What follows belongs to an exercise in optimizing a design on an open flow for small area, a short achievable clock period and few clock cycles per item; a production flow would make more cautious choices.
RTL that was checked went through simulation tests only; none was proved equivalent to the original.

==> run B <==
// calendar_date_difference
module calendar_date_difference (
  input  logic                           clk_i,
  input  logic                           rst_ni,
  input  logic                           in_valid_i,
  output logic                           in_ready_o,
  input  logic [cdd_pkg::YEAR_W-1:0]     first_year_i,
  input  logic [cdd_pkg::MONTH_W-1:0]    first_month_i,
  input  logic [cdd_pkg::DAY_W-1:0]      first_day_i,
  input  logic [cdd_pkg::YEAR_W-1:0]     second_year_i,
  input  logic [cdd_pkg::MONTH_W-1:0]    second_month_i,
  input  logic [cdd_pkg::DAY_W-1:0]      second_day_i,
  output logic                           out_valid_o,
  input  logic                           out_ready_i,
  output logic [cdd_pkg::DIFF_W-1:0]     day_difference_o
);
clock: 7.0 ns
lec_check: 0
cap_margin: 20
core_margin: 2
core_utilization: 40
setup_slack_margin: 2.4
slew_margin: 20
standard.sh (not shown) runs the stock make flow with config.mk's settings and CLKGATE_MAP_FILE= SYNTH_SCRIPT=/design/flow/synth_recipe.tcl, a recipe that flattens the netlist after the stock synthesis.
==> flow/flow/run.sh <==
#!/bin/bash
# Layout flow: the standard flow (standard.sh) with two changes:
# - the buffers that buffer_ports puts on every input and output port are
#   sky130_fd_sc_hd__buf_1 instead of the cell OpenROAD picks by default;
# - Yosys's synth skips its quick internal ABC pass (SYNTH_ARGS=-noabc), so
#   the full adders written in the RTL reach extract_fa as written; the
#   technology mapping ABC pass after it runs as usual.
set -euo pipefail
export BUFFER_PORTS_ARGS="-buffer_cell sky130_fd_sc_hd__buf_1"
export SYNTH_ARGS="-noabc"
bash standard.sh finish > standard_flow.log 2>&1
==> inputs of run D, as changes to run B <==
--- a/flow/design.v
+++ b/flow/design.v
@@ -1603,23 +1603,21 @@
   logic s2_c290;
   logic s2_c291;
   logic s2_s292;
   logic s2_c293;
   logic s2_s294;
   logic s2_c295;
-  logic        dt_zero, y_lt, y_eq, e_le, same_le;
-  logic [8:0]  ea, eb;
+  logic        dt_zero, y_lt, y_eq;
+  logic [9:0]  ea, eb;
   always_comb begin
-    dt_zero = dt_i[11] && (dt_i[10:0] == 11'd0);
-    y_lt    = !dt_i[11] || (dt_zero && ((!ra_i[1] && !rb_i[1]) || ((!ra_i[1] || !rb_i[1]) && (!ra_i[0] && !rb_i[0]))));
-    y_eq    = dt_zero && (ra_i[0] != rb_i[0]) && (ra_i[1] != rb_i[1]);
-    ea      = ga_i ? 9'd32 : ua_i;
-    eb      = gb_i ? 9'd32 : ~ub_i;
-    e_le    = !(((!eb[8] && ea[8]) || ((!eb[8] || ea[8]) && ((!eb[7] && ea[7]) || ((!eb[7] || ea[7]) && ((!eb[6] && ea[6]) || ((!eb[6] || ea[6]) && ((!eb[5] && ea[5]) || ((!eb[5] || ea[5]) && ((!eb[4] && ea[4]) || ((!eb[4] || ea[4]) && ((!eb[3] && ea[3]) || ((!eb[3] || ea[3]) && ((!eb[2] && ea[2]) || ((!eb[2] || ea[2]) && ((!eb[1] && ea[1]) || ((!eb[1] || ea[1]) && (!eb[0] && ea[0]))))))))))))))))));
-    same_le = (la_i && !lb_i) || (e_le && (la_i || !lb_i));
-    sg_o    = y_lt || (y_eq && same_le);
+    dt_zero = (dt_i == 12'h800);
+    y_lt    = !dt_i[11] || (dt_zero && (ra_i < ~rb_i));
+    y_eq    = dt_zero && (ra_i == ~rb_i);
+    ea      = {1'b0, ua_i} - 10'(la_i) - (ga_i ? 10'd28 : 10'd0);
+    eb      = {1'b0, ~ub_i} - 10'(lb_i) - (gb_i ? 10'd28 : 10'd0);
+    sg_o    = y_lt || (y_eq && (ea <= eb));
   end
   always_comb begin
     kp = 6'd32 - 6'(la_i) - (ga_i ? 6'd28 : 6'd0) + 6'(lb_i) + (gb_i ? 6'd28 : 6'd0);
   end
   assign s2_s1 = dt_i[3] ^ dt_i[1];
   assign s2_c2 = dt_i[3] & dt_i[1];
--- a/flow/config.mk
+++ b/flow/config.mk
@@ -5,8 +5,8 @@
 export SDC_FILE = /design/flow/constraint.sdc
 export NUM_CORES = 4
 export LEC_CHECK = 0
 export CAP_MARGIN = 20
 export CORE_MARGIN = 2
 export CORE_UTILIZATION = 40
-export SETUP_SLACK_MARGIN = 2.4
+export SETUP_SLACK_MARGIN = 2.7
 export SLEW_MARGIN = 20
==> inputs of run Y, as changes to run B <==
--- a/flow/design.v
+++ b/flow/design.v
@@ -1603,23 +1603,21 @@
   logic s2_c290;
   logic s2_c291;
   logic s2_s292;
   logic s2_c293;
   logic s2_s294;
   logic s2_c295;
-  logic        dt_zero, y_lt, y_eq, e_le, same_le;
-  logic [8:0]  ea, eb;
+  logic        dt_zero, y_lt, y_eq;
+  logic [9:0]  ea, eb;
   always_comb begin
-    dt_zero = dt_i[11] && (dt_i[10:0] == 11'd0);
-    y_lt    = !dt_i[11] || (dt_zero && ((!ra_i[1] && !rb_i[1]) || ((!ra_i[1] || !rb_i[1]) && (!ra_i[0] && !rb_i[0]))));
-    y_eq    = dt_zero && (ra_i[0] != rb_i[0]) && (ra_i[1] != rb_i[1]);
-    ea      = ga_i ? 9'd32 : ua_i;
-    eb      = gb_i ? 9'd32 : ~ub_i;
-    e_le    = !(((!eb[8] && ea[8]) || ((!eb[8] || ea[8]) && ((!eb[7] && ea[7]) || ((!eb[7] || ea[7]) && ((!eb[6] && ea[6]) || ((!eb[6] || ea[6]) && ((!eb[5] && ea[5]) || ((!eb[5] || ea[5]) && ((!eb[4] && ea[4]) || ((!eb[4] || ea[4]) && ((!eb[3] && ea[3]) || ((!eb[3] || ea[3]) && ((!eb[2] && ea[2]) || ((!eb[2] || ea[2]) && ((!eb[1] && ea[1]) || ((!eb[1] || ea[1]) && (!eb[0] && ea[0]))))))))))))))))));
-    same_le = (la_i && !lb_i) || (e_le && (la_i || !lb_i));
-    sg_o    = y_lt || (y_eq && same_le);
+    dt_zero = (dt_i == 12'h800);
+    y_lt    = !dt_i[11] || (dt_zero && (ra_i < ~rb_i));
+    y_eq    = dt_zero && (ra_i == ~rb_i);
+    ea      = {1'b0, ua_i} - 10'(la_i) - (ga_i ? 10'd28 : 10'd0);
+    eb      = {1'b0, ~ub_i} - 10'(lb_i) - (gb_i ? 10'd28 : 10'd0);
+    sg_o    = y_lt || (y_eq && (ea <= eb));
   end
   always_comb begin
     kp = 6'd32 - 6'(la_i) - (ga_i ? 6'd28 : 6'd0) + 6'(lb_i) + (gb_i ? 6'd28 : 6'd0);
   end
   assign s2_s1 = dt_i[3] ^ dt_i[1];
   assign s2_c2 = dt_i[3] & dt_i[1];
==> inputs of run G, as changes to run B <==
--- a/flow/config.mk
+++ b/flow/config.mk
@@ -5,8 +5,8 @@
 export SDC_FILE = /design/flow/constraint.sdc
 export NUM_CORES = 4
 export LEC_CHECK = 0
 export CAP_MARGIN = 20
 export CORE_MARGIN = 2
 export CORE_UTILIZATION = 40
-export SETUP_SLACK_MARGIN = 2.4
+export SETUP_SLACK_MARGIN = 2.6
 export SLEW_MARGIN = 20
==> impl_results.md <==
- Status: complete, no violations
- Fraction of area in multi-input gates: 62.4%
- Crit path cell chain: buf_1, nor4_1, nor2_1, o31a_1, or2_2, nor2_1, ha_1, inv_1, fa_1, a21o_1, a21oi_2, o21bai_1, a21oi_1, o21ai_1, or4_1, nand3_1
- Largest net degree at the start of global routing: 46
- Multi-In Gates: 835
- Crit path max-delay family: simple AND/OR/NAND/NOR gates
- Starting DRT DRC Count: 425
- Reg2reg setup slack: 2.61 ns
- CP max stage cell: fa_1
The numbers above come from run Y.

==> impl_results.md <==
- Status: complete, no violations
- Crit path cell chain: buf_1, fa_1, inv_1, fa_1, inv_1, ha_1, a21oi_2, a21oi_1, a211o_1, o311a_1, a21oi_4, nor4_2
- Reg2reg setup slack: 2.72 ns
- Fraction of area in multi-input gates: 61.0%
- Launching point of the worst reg2reg path: gb_q
- Largest net degree at the start of global routing: 55
- Starting DRT DRC Count: 420
- Placed Area: 11,900 µm²
- Setup Buffers After CTS: 5
The numbers above come from run G.

==> impl_results.md <==
- Reg2reg setup slack: 2.57 ns
- TritonCTS buffer count: 9
- Fraction of area in multi-input gates: 61.0%
- Crit path cell chain: ha_1, ha_1, inv_1, fa_1, xor2_1, fa_1, fa_1, fa_1, fa_1, fa_1
- CP max stage cell: edfxtp_1
- Synth area leaders: edfxtp_1, fa_1, ha_1
- Largest net degree at the start of global routing: 55
- Status: complete, no violations
- Register share of the cell area: 23.8%
- Crit path max-delay family: adder cells
- Multi-In Gates: 745
- Starting DRT DRC Count: 507
The numbers above come from run B.

==> impl_results.md <==
- Status: complete, no violations
- Setup TNS: 0 ns
- CP Launch Type: primary input
- Crit path max-delay family: adder cells
- Met3 Use GR: 1.51%
- Largest net degree at the start of global routing: 54
- Synth Instances: 1,203
- Highest-count cells in the layout ignoring fill and taps: inv_1, ha_1, fa_1
- CP max stage cell: fa_1
- # H-tree levels: 3
- Starting DRT DRC Count: 336
- Crit path cell chain: buf_8, fa_1, inv_2, fa_1, inv_2, ha_4, and2_4, or3_4, o221a_4, o22a_4, buf_4, buf_6, a31o_4, xnor2_2, o21ai_1
- Placed Area: 12,800 µm²
- Fraction of area in multi-input gates: 62.3%
- Multi-In Gates: 835
The numbers above come from run D.

Function was not checked in any run of this note: the RTL went through the layout flow alone.

---

==> inputs of run a <==
calendar_date_difference, a different RTL version from the one above (not shown whole).
Settings: LEC_CHECK=0, CAP_MARGIN=20, CORE_MARGIN=2, CORE_UTILIZATION=40, SETUP_SLACK_MARGIN=2.4, SLEW_MARGIN=20; clock period 7.0 ns.
==> flow/flow/run.sh <==
#!/bin/bash
# Layout flow: the standard flow (standard.sh) with two changes:
# - the buffers that buffer_ports puts on every input and output port are
#   sky130_fd_sc_hd__buf_2 instead of the cell OpenROAD picks by default;
# - Yosys's synth skips its quick internal ABC pass (SYNTH_ARGS=-noabc), so
#   the full adders written in the RTL reach extract_fa as written; the
#   technology mapping ABC pass after it runs as usual.
set -euo pipefail
export BUFFER_PORTS_ARGS="-buffer_cell sky130_fd_sc_hd__buf_2"
export SYNTH_ARGS="-noabc"
bash standard.sh finish > standard_flow.log 2>&1
==> run b (differences from run a) <==
==> flow/flow/run.sh (replaced) <==
#!/bin/bash
# Layout flow: the standard flow (standard.sh) with two changes:
# - the buffers that buffer_ports puts on every input and output port are
#   sky130_fd_sc_hd__buf_1 instead of the cell OpenROAD picks by default;
# - Yosys's synth skips its quick internal ABC pass (SYNTH_ARGS=-noabc), so
#   the full adders written in the RTL reach extract_fa as written; the
#   technology mapping ABC pass after it runs as usual.
set -euo pipefail
export BUFFER_PORTS_ARGS="-buffer_cell sky130_fd_sc_hd__buf_1"
export SYNTH_ARGS="-noabc"
bash standard.sh finish > standard_flow.log 2>&1
- CTS_BUF_LIST: default -> sky130_fd_sc_hd__clkbuf_8
==> run c (differences from run a) <==
==> flow/flow/run.sh (replaced) <==
#!/bin/bash
# Layout flow: the standard flow (standard.sh) with two changes:
# - the buffers that buffer_ports puts on every input and output port are
#   sky130_fd_sc_hd__buf_1 instead of the cell OpenROAD picks by default;
# - Yosys's synth skips its quick internal ABC pass (SYNTH_ARGS=-noabc), so
#   the full adders written in the RTL reach extract_fa as written; the
#   technology mapping ABC pass after it runs as usual.
set -euo pipefail
export BUFFER_PORTS_ARGS="-buffer_cell sky130_fd_sc_hd__buf_1"
export SYNTH_ARGS="-noabc"
bash standard.sh finish > standard_flow.log 2>&1
- SETUP_SLACK_MARGIN: 2.4 -> 2.3
==> run d (differences from run a) <==
- ABC_CLOCK_PERIOD_IN_PS: default -> 4500
==> qor summary <==
quantity                                                   run a       run b       run c       run d
Fillers                                                     2684        2708        2711        2684
Multi-input gate share of the layout cell area             60.3%       61.4%       60.7%       60.3%
Wire length on met1                                      10.6 mm     10.8 mm     10.8 mm     10.6 mm
Max Freq                                                 225 MHz     225 MHz     217 MHz     225 MHz
Worst-skew pair later-pin latency                        0.35 ns     0.38 ns     0.35 ns     0.35 ns
Clock distribution area overhead in the final layout       2.59%       1.64%       2.48%       2.59%
Met2 routing resource usage after global routing           26.6%       27.7%       27.6%       26.6%
Crit path to                                            dt_q[10]        gb_q    dt_q[10]    dt_q[10]
Outcome                                 timing/DRC/antenna clean  timing/DRC/antenna clean  timing/DRC/antenna clean  timing/DRC/antenna clean
GR Layer Usage met1                                        21.7%       22.6%       22.6%       21.7%
Final routed wirelength across all metal layers          22.3 mm     22.4 mm     22.4 mm     22.3 mm
Area taken by multi-input logic gates                  7420 um^2   7460 um^2   7360 um^2   7420 um^2
Global-route wire length before repair                   36.7 mm     37.9 mm     37.8 mm     36.7 mm
Post-detailed-route via-to-cell ratio                       4.88        4.87        4.87        4.88
Final worst path period need                             4.44 ns     4.44 ns     4.61 ns     4.44 ns
Signal buffers                                                81          81          79          81
Via count of the routed design                              7408        7393        7387        7408
CTS clk-pin slew, worst paths                            0.07 ns     0.10 ns     0.07 ns     0.07 ns
Part of the cycle the worst path needs                     63.5%       63.4%       65.8%       63.5%
Worst hold slack after final layout                     0.470 ns    0.474 ns    0.467 ns    0.470 ns
Layout area overhead                                       10.3%       8.91%       8.70%       10.3%
Total length of routed met2 wires                        10.5 mm     10.7 mm     10.7 mm     10.5 mm
Post-route cell area                                  12300 um^2  12200 um^2  12100 um^2  12300 um^2
Testbench counts of run a, summed over its fixed seeds: cycles 24,016, items 24,000.
Testbench counts of run b, summed over its fixed seeds: cycles 24,016, items 24,000.
Testbench counts of run c, summed over its fixed seeds: cycles 24,016, items 24,000.
Testbench counts of run d, summed over its fixed seeds: cycles 24,016, items 24,000.

-- static timing again, ports no longer ideal --
The flow's constraints put no driver on any port. The routed layouts listed below were extracted and timed again, unchanged, in two steps.
Step 1 (the two cells are an assumption about what drives the block):
set clk [get_ports {clk_i}]
set_driving_cell -lib_cell sky130_fd_sc_hd__clkbuf_16 $clk
set_driving_cell -lib_cell sky130_fd_sc_hd__buf_2 [delete_from_list [all_inputs] $clk]
Step 2 moves the port delays by t, midway between the first and last clock arrival at a register: inputs arrive t later, outputs are due t later. That takes back most of the time a late clock gives input paths.
Slacks: no drivers / after step 1 / after step 2; pairs: no drivers / after step 1.
run | t (ns) | slack for setup (ns) | slew at the worst register clock pin (ns) | worst slew at a driven data input, ns
run B of note 1 | 0.384 | 2.571 / 2.571 / 2.231 | 0.07 / 0.07 | 0.03
run D of note 1 | 0.400 | 2.581 / 2.590 / 2.191 | 0.07 / 0.07 | 0.08
run Y of note 1 | 0.402 | 2.475 / 2.501 / 2.099 | 0.08 / 0.08 | 0.07
run G of note 1 | 0.384 | 2.694 / 2.710 / 2.326 | 0.07 / 0.07 | 0.04
run a of note 2 | 0.390 | 2.558 / 2.521 / 2.194 | 0.07 / 0.07 | 0.03
run b of note 2 | 0.413 | 2.564 / 2.535 / 2.168 | 0.10 / 0.10 | 0.03
run c of note 2 | 0.387 | 2.392 / 2.412 / 2.025 | 0.07 / 0.07 | 0.03
run d of note 2 | 0.390 | 2.558 / 2.521 / 2.194 | 0.07 / 0.07 | 0.03
After both steps every run listed still meets setup and hold. The setup slack of run b of note 2, which loses most, moves by -0.029 ns with the drivers and by -0.396 ns with both steps.
